Background: an optimization exercise with open tools, aiming at small area and a short achievable clock period. Do not read the settings as production practice.
Function was checked by simulation only, so behaviour that the tests miss may differ from the original.
Power is estimated from default activity; no workload was simulated.

<file path="flow/config.mk">
export PLATFORM = sky130hd
export DESIGN_NAME = sample_capture_writer
export DESIGN_NICKNAME = sample_capture_writer
export VERILOG_FILES = /design/flow/design.v
export SDC_FILE = /design/flow/constraint.sdc
export NUM_CORES = 4
export LEC_CHECK = 0
export CAP_MARGIN = 20
export CORE_MARGIN = 2
export CORE_UTILIZATION = 40
export SLEW_MARGIN = 20
</file>
<file path="flow/constraint.sdc">
create_clock -name core_clock -period 5.0 [get_ports {clk}]
set_input_delay 1.0000 -clock core_clock [delete_from_list [all_inputs] [get_ports {clk}]]
set_output_delay 1.0000 -clock core_clock [all_outputs]
set_load 0.01 [all_outputs]
</file>
<file path="flow/design.v">
module sample_capture_writer #(
  parameter int DATA_WIDTH = 8,
  parameter int DEPTH      = 256,
  parameter int ADDR_WIDTH = 8,
  parameter int THRESHOLD  = 16
) (
  input  logic                  clk,
  input  logic                  rst_n,
  input  logic                  start,
  input  logic                  stop,
  input  logic                  in_valid,
  input  logic [DATA_WIDTH-1:0] in_data,
  input  logic [ADDR_WIDTH-1:0] rd_addr,
  output logic [DATA_WIDTH-1:0] rd_data,
  output logic                  armed,
  output logic                  busy,
  output logic                  done,
  output logic                  overflow,
  output logic [ADDR_WIDTH:0]   sample_count
);
  typedef enum logic [1:0] {
    S_IDLE    = 2'd0,
    S_ARMED   = 2'd1,
    S_CAPTURE = 2'd2,
    S_DONE    = 2'd3
  } state_e;
  localparam logic [ADDR_WIDTH:0] DEPTH_C  = (ADDR_WIDTH+1)'(DEPTH);
  localparam logic [ADDR_WIDTH:0] ONE_C    = (ADDR_WIDTH+1)'(1);
  localparam logic [DATA_WIDTH:0] THRESH_C = (DATA_WIDTH+1)'(THRESHOLD);
  state_e                state_q, state_d;
  logic [ADDR_WIDTH:0]   count_q, count_d;
  logic [ADDR_WIDTH:0]   count_inc_s;
  logic                  overflow_q, overflow_d;
  logic                  full_q, full_d;
  logic                  armed_q, busy_q, done_q;
  logic [DATA_WIDTH-1:0] rd_data_q;
  logic [DATA_WIDTH-1:0] mem_q [DEPTH];
  logic                  wr_en_s;
  logic [ADDR_WIDTH-1:0] wr_addr_s;
  logic [DATA_WIDTH:0]   mag_s;
  logic                  trig_s;
  always_comb begin
    if (in_data[DATA_WIDTH-1]) begin
      mag_s = (DATA_WIDTH+1)'(0) - {1'b1, in_data};
    end else begin
      mag_s = {1'b0, in_data};
    end
  end
  assign trig_s      = (mag_s >= THRESH_C);
  assign count_inc_s = count_q + ONE_C;
  always_comb begin
    state_d    = state_q;
    count_d    = count_q;
    overflow_d = overflow_q;
    full_d     = full_q;
    wr_en_s    = 1'b0;
    wr_addr_s  = count_q[ADDR_WIDTH-1:0];
    case (state_q)
      S_IDLE: begin
        if (start) begin
          state_d    = S_ARMED;
          count_d    = '0;
          overflow_d = 1'b0;
          full_d     = 1'b0;
        end else begin
          state_d = S_IDLE;
        end
      end
      S_ARMED: begin
        if (stop) begin
          state_d = S_DONE;
        end else if (in_valid && trig_s) begin
          wr_en_s   = 1'b1;
          wr_addr_s = '0;
          count_d   = ONE_C;
          state_d   = S_CAPTURE;
        end else begin
          state_d = S_ARMED;
        end
      end
      S_CAPTURE: begin
        if (in_valid) begin
          wr_en_s = 1'b1;
          count_d = count_inc_s;
          if (count_inc_s == DEPTH_C) begin
            state_d = S_DONE;
            full_d  = 1'b1;
          end else begin
            full_d = full_q;
          end
        end else begin
          count_d = count_q;
        end
        if (stop) begin
          state_d = S_DONE;
        end else begin
          wr_addr_s = count_q[ADDR_WIDTH-1:0];
        end
      end
      S_DONE: begin
        if (start) begin
          state_d    = S_ARMED;
          count_d    = '0;
          overflow_d = 1'b0;
          full_d     = 1'b0;
        end else if (in_valid && full_q) begin
          overflow_d = 1'b1;
        end else begin
          state_d = S_DONE;
        end
      end
      default: begin
        state_d = S_IDLE;
      end
    endcase
  end
  always_ff @(posedge clk) begin
    if (!rst_n) begin
      state_q    <= S_IDLE;
      count_q    <= '0;
      overflow_q <= 1'b0;
      full_q     <= 1'b0;
      armed_q    <= 1'b0;
      busy_q     <= 1'b0;
      done_q     <= 1'b0;
      rd_data_q  <= '0;
    end else begin
      state_q    <= state_d;
      count_q    <= count_d;
      overflow_q <= overflow_d;
      full_q     <= full_d;
      armed_q    <= (state_d == S_ARMED);
      busy_q     <= (state_d == S_ARMED) || (state_d == S_CAPTURE);
      done_q     <= (state_d == S_DONE);
      rd_data_q  <= mem_q[rd_addr];
    end
  end
  always_ff @(posedge clk) begin
    if (wr_en_s && rst_n) begin
      mem_q[wr_addr_s] <= in_data;
    end
  end
  assign rd_data          = rd_data_q;
  assign armed            = armed_q;
  assign busy             = busy_q;
  assign done             = done_q;
  assign overflow         = overflow_q;
  assign sample_count     = count_q;
endmodule
</file>
<file path="flow/run.sh">
#!/bin/bash
# synth_recipe.tcl (not shown) runs the flow's synth.tcl, then flattens the netlist and writes it again
# the make line also repeats each setting of config.mk as NAME=value (left out here)
make -C /OpenROAD-flow-scripts/flow DESIGN_CONFIG=/design/flow/config.mk WORK_HOME=/design/flow/orfs CLKGATE_MAP_FILE= SYNTH_SCRIPT=/design/flow/synth_recipe.tcl finish
</file>
==> summary.txt <==
registers in the layout, summed over array words and instances (netlist names):
signal / cells
count_q: 9
state_q: 2
done_q: 1
rd_data_q: 8
mem_q: 2048
busy_q: 1
full_q: 1
armed_q: 1
overflow_q: 1
synthesized netlist by cell type (6+ instances only):
cell,number
buf_2,48
o211ai_1,10
inv_1,10
buf_4,27
nand2_1,80
nor2b_1,15
a221oi_1,17
clkbuf_1,111
edfxtp_1,2048
o21ai_0,51
o22ai_1,42
nor4_1,14
buf_1,22
nand3_1,43
buf_6,34
nand2b_1,6
a21oi_1,69
ha_1,7
a22oi_1,55
a22o_1,17
nor3_1,31
o221ai_1,100
o31ai_1,13
a211oi_1,11
dfxtp_1,24
mux2i_1,235
nand4_1,15
and2_1,16
and3_1,9
a31oi_1,8
a2111oi_0,8
mux4_2,418
o2111ai_1,9
nor2_1,301
through the flow:
stage / total power, mW / std cells / cell area [µm²] / setup WS [ps]
6_report: 35.7 / 7174 / 92800 / 922
5_1_grt: 36.7 / 7174 / 92800 / 1060
4_1_cts: 35.9 / 7170 / 92700 / 1320
3_5_place_dp: 21.3 / 6807 / 86400 / 407
3_3_place_gp: 21.3 / 6806 / 86300 / 274
2_1_floorplan: 20.4 / 3985 / 80900 / 1630
layout by cell type, fill, tap and decap left out, types with 17 or more instances in the layout:
cell             netlist  layout
clkdlybuf4s50_1        0      29
o21ai_0               51      51
nand2_1               80      79
a22o_1                17      17
nor2_1               301     300
buf_4                 27     334
o221ai_1             100     100
nand3_1               43      43
clkbuf_1             111      36
clkinv_2               0      40
a22oi_1               55      55
buf_12                 0      23
a221oi_1              17      17
mux4_2               418     418
mux2i_1              235     235
clkbuf_16              0     200
o22ai_1               42      42
a21oi_1               69      68
clkinv_1               1      42
edfxtp_1            2048    2048
dfxtp_1               24      24
nor3_1                31      30
cell families (layout without fill, tap and decap cells):
kind of cell    count (synthesis)  in the layout  synth area share, %
flops                        2072           2072                 76.6
compound gates                438            438                 3.90
mux                           654            654                 14.6
fa+ha+maj                       7              7                0.108
buf+inv                       259            775                 1.79
other cells                     0              1                    0
simple gates                  555            555                 3.08
final cells by class:
| cell class | instances | area [µm²] |
|---|---|---|
| Fill cell | 16724 | 109000 |
| Sequential cell | 2072 | 62000 |
| Multi-Input combinational cell | 1654 | 17600 |
| Clock buffer | 236 | 5140 |
| Timing Repair Buffer | 400 | 3460 |
| Tap cell | 2672 | 3340 |
| Clock inverter | 127 | 1230 |
| Inverter | 12 | 47.5 |
| Antenna cell | 1 | 2.50 |
where the power goes:
group          total, mW  internal (mW)  switching, mW
Clock               14.7           8.17           6.58
Combinational       1.84          0.611           1.23
Sequential          19.1           19.1         0.0312
final timing paths:
check                                      to  slack [ps]  cells past startpoint
worst min register to register         full_q         500                      2
worst max-delay path             rd_data_q[4]         920                      7
worst min-delay path            mem_q[203][4]         430                      1
worst max register to register   mem_q[69][1]        1700                      9
metal layers:
metal / vias up / part of all wire, %
li1: 17361 / -
met1: 22288 / 40
met2: 2077 / 47
met3: 409 / 8.7
met4: 8 / 4.0
met5: - / 0.030
==> implementation parameters <==
Parameter                              Value

Timing
  Clock Skews ... 65.9 ps
  Highest clock rate ... roughly 250 MHz
  RSZ-0062 raised after global routing ... false
  Number of max-slew violations in the final report ... 0
  Worst hold slack after final layout ... around 430 ps
  Clock period minus worst slack ... 4080 ps
  Final setup violating endpoints ... 0
  Worst-Margin Slew ... between 1000 and 1500 ps
  Max-slew headroom at the worst pin ... between 15 and 20%
  Period utilisation layout ... 81.6%
  Final Hold Vio Count ... 0
  Aggregate negative setup slack ... 0 ps

Worst setup path
  Crit-path max FO ... 9
  Buffer and inverter count on the worst path ... 1
  Arrival time worst endpoint ... 4810 ps
  Critical path endpoint category ... register
  Required time at the endpoint of the critical path ... 5730 ps
  Highest-delay cell along the critical path ... a2111oi_0
  Crit-path leading delay family ... simple AND/OR/NAND/NOR gates
  Setup CP Type ... in -> reg
  Highest cell delay on the worst timing path ... approximately 950 ps
  Crit-path cells ... clkdlybuf4s50_1, nor2b_1, nand2_1, a2111oi_0, nor4_1, nand4b_1, o31ai_1
  Element type at the critical path start ... input port
  Start of the worst register-to-register path ... state_q[1]
  Critical Path Source ... rd_addr[6]

Route
  Iteration-0 DRC Markers ... about 5,100
  Antenna-violating nets left ... 0
  Detailed Routing Iterations Pass 1 ... 6
  Wire length per cell after detailed routing ... 31.2 µm
  Overall routed net length ... between 200 and 250 mm
  Routed vias ... 42,143
  Final routed DRC violation total ... 0
  Via-per-instance ratio ... 5.87

Synth
  Area of the mapped netlist ... 80,900 µm²
  Avg Synthesized Cell Area ... 20.3 µm²
  Yosys warning total ... 1
  Post-synth top area cell ... edfxtp_1
  Count of flip-flops with a built-in enable after synthesis ... 2,048
  Portion of synthesized cell area occupied by the leading cell type ... between 70% and 80%
  Dominant synthesized flop cell ... edfxtp_1
  Net count after synthesis ... approximately 4,000
  Largest cells by area after synthesis ... edfxtp_1 76%, mux4_2 12%, mux2i_1 2.9%
  Fraction of synthesis flops using an asynchronous set or reset pin ... 0%
  Unique cell type count in the Yosys netlist ... 67
  Fraction of the yosys area taken by sequential cells ... 76.6%
  Mapped Cells ... between 3,000 and 4,000
  FF+latch count, synth ... roughly 2,100

Clock tree
  Clock-pin slew reported for the worst setup and hold paths after clock tree synthesis ... 60 ps
  Number of sinks on the clock net ... a little over 2,000
  Maximum buffer depth of the clock tree ... 3
  CTS hold repair buffers ... 0
  Clock latency at the later pin of the worst-skew pair ... 860 ps
  Clock Root Buffer ... clkbuf_16
  Post-CTS setup repair buffer count ... 0
  H-tree levels ... 4
  CTS buffer count ... about 200
  Number of gates given a new drive strength after cts ... 0
  Clock tree from TritonCTS ... built

GRT
  Total gr overflow ... 0
  Met3 track utilization from global routing ... 4.64%
  Global-route usage over all layers ... around 22%
  Number of global-route vias before repair ... 42,313
  Global routing's busiest layer ... met2
  GR Util met1 ... 29.5%
  Largest net degree at the start of global routing ... about 170
  Met2 Track Usage GR ... 34.4%
  Wire length of the first global-routing pass ... approximately 320 mm
  Initial antenna violation count ... 7

Floorplanning
  IO Pins ... 42
  Placeable core region ... 202,000 µm²
  Die span in y ... 454 µm
  Die ar. ... 206,000 µm²
  Die Span X ... 454 µm
  Starting density of the core ... 40.1%
  Number of core rows ... 165

Power
  Power density over the cells ... slightly below 400 nW/µm²
  Worst VDD drop ... 0.000373 V
  Static leakage ... 29.2 nW

Min path
  Min-delay worst type ... in -> reg
  Worst hold start ... in_data[4]

Layout
  Layout Utilization ... between 40% and 50%
  Fraction of final layout cells sized beyond drive strength 1 ... 24.4%
  Area overhead of the layout relative to synthesis ... 14.6%
  Count of nets after finishing ... 4,367

Job
  Max-cap viol count ... 0

Place
  HPWL after detailed placement ... around 140 mm
  IO Port Bufs ... between 40 and 50
  Final estimated routing congestion in global placement ... 0.970

Status
  Run status ... finished clean

-- afterwards: timing with drivers on the ports --
The results above use ideal ports. As a check the final layout listed here was re-extracted and re-timed, cells and wires unchanged. Step 1 (the two cells are an assumption about what drives the block):
set clk [get_ports {clk}]
set_driving_cell -lib_cell sky130_fd_sc_hd__clkbuf_16 $clk
set_driving_cell -lib_cell sky130_fd_sc_hd__buf_2 [delete_from_list [all_inputs] $clk]
Step 2 moves the port delays by t, midway between the first and last clock arrival at a register: inputs arrive t later, outputs are due t later. That takes back most of the time a late clock gives input paths. Slacks: ideal / step 1 / step 2; pairs: ideal / step 1.
t (ns): 0.915
slack for setup (ns): 0.922 / 0.982 / 0.067
clock arrival spread, ns: 0.070 / 0.070
After both steps this run still meets setup and hold. The setup slack of this run moves by +0.060 ns with the drivers and by -0.855 ns with both steps.
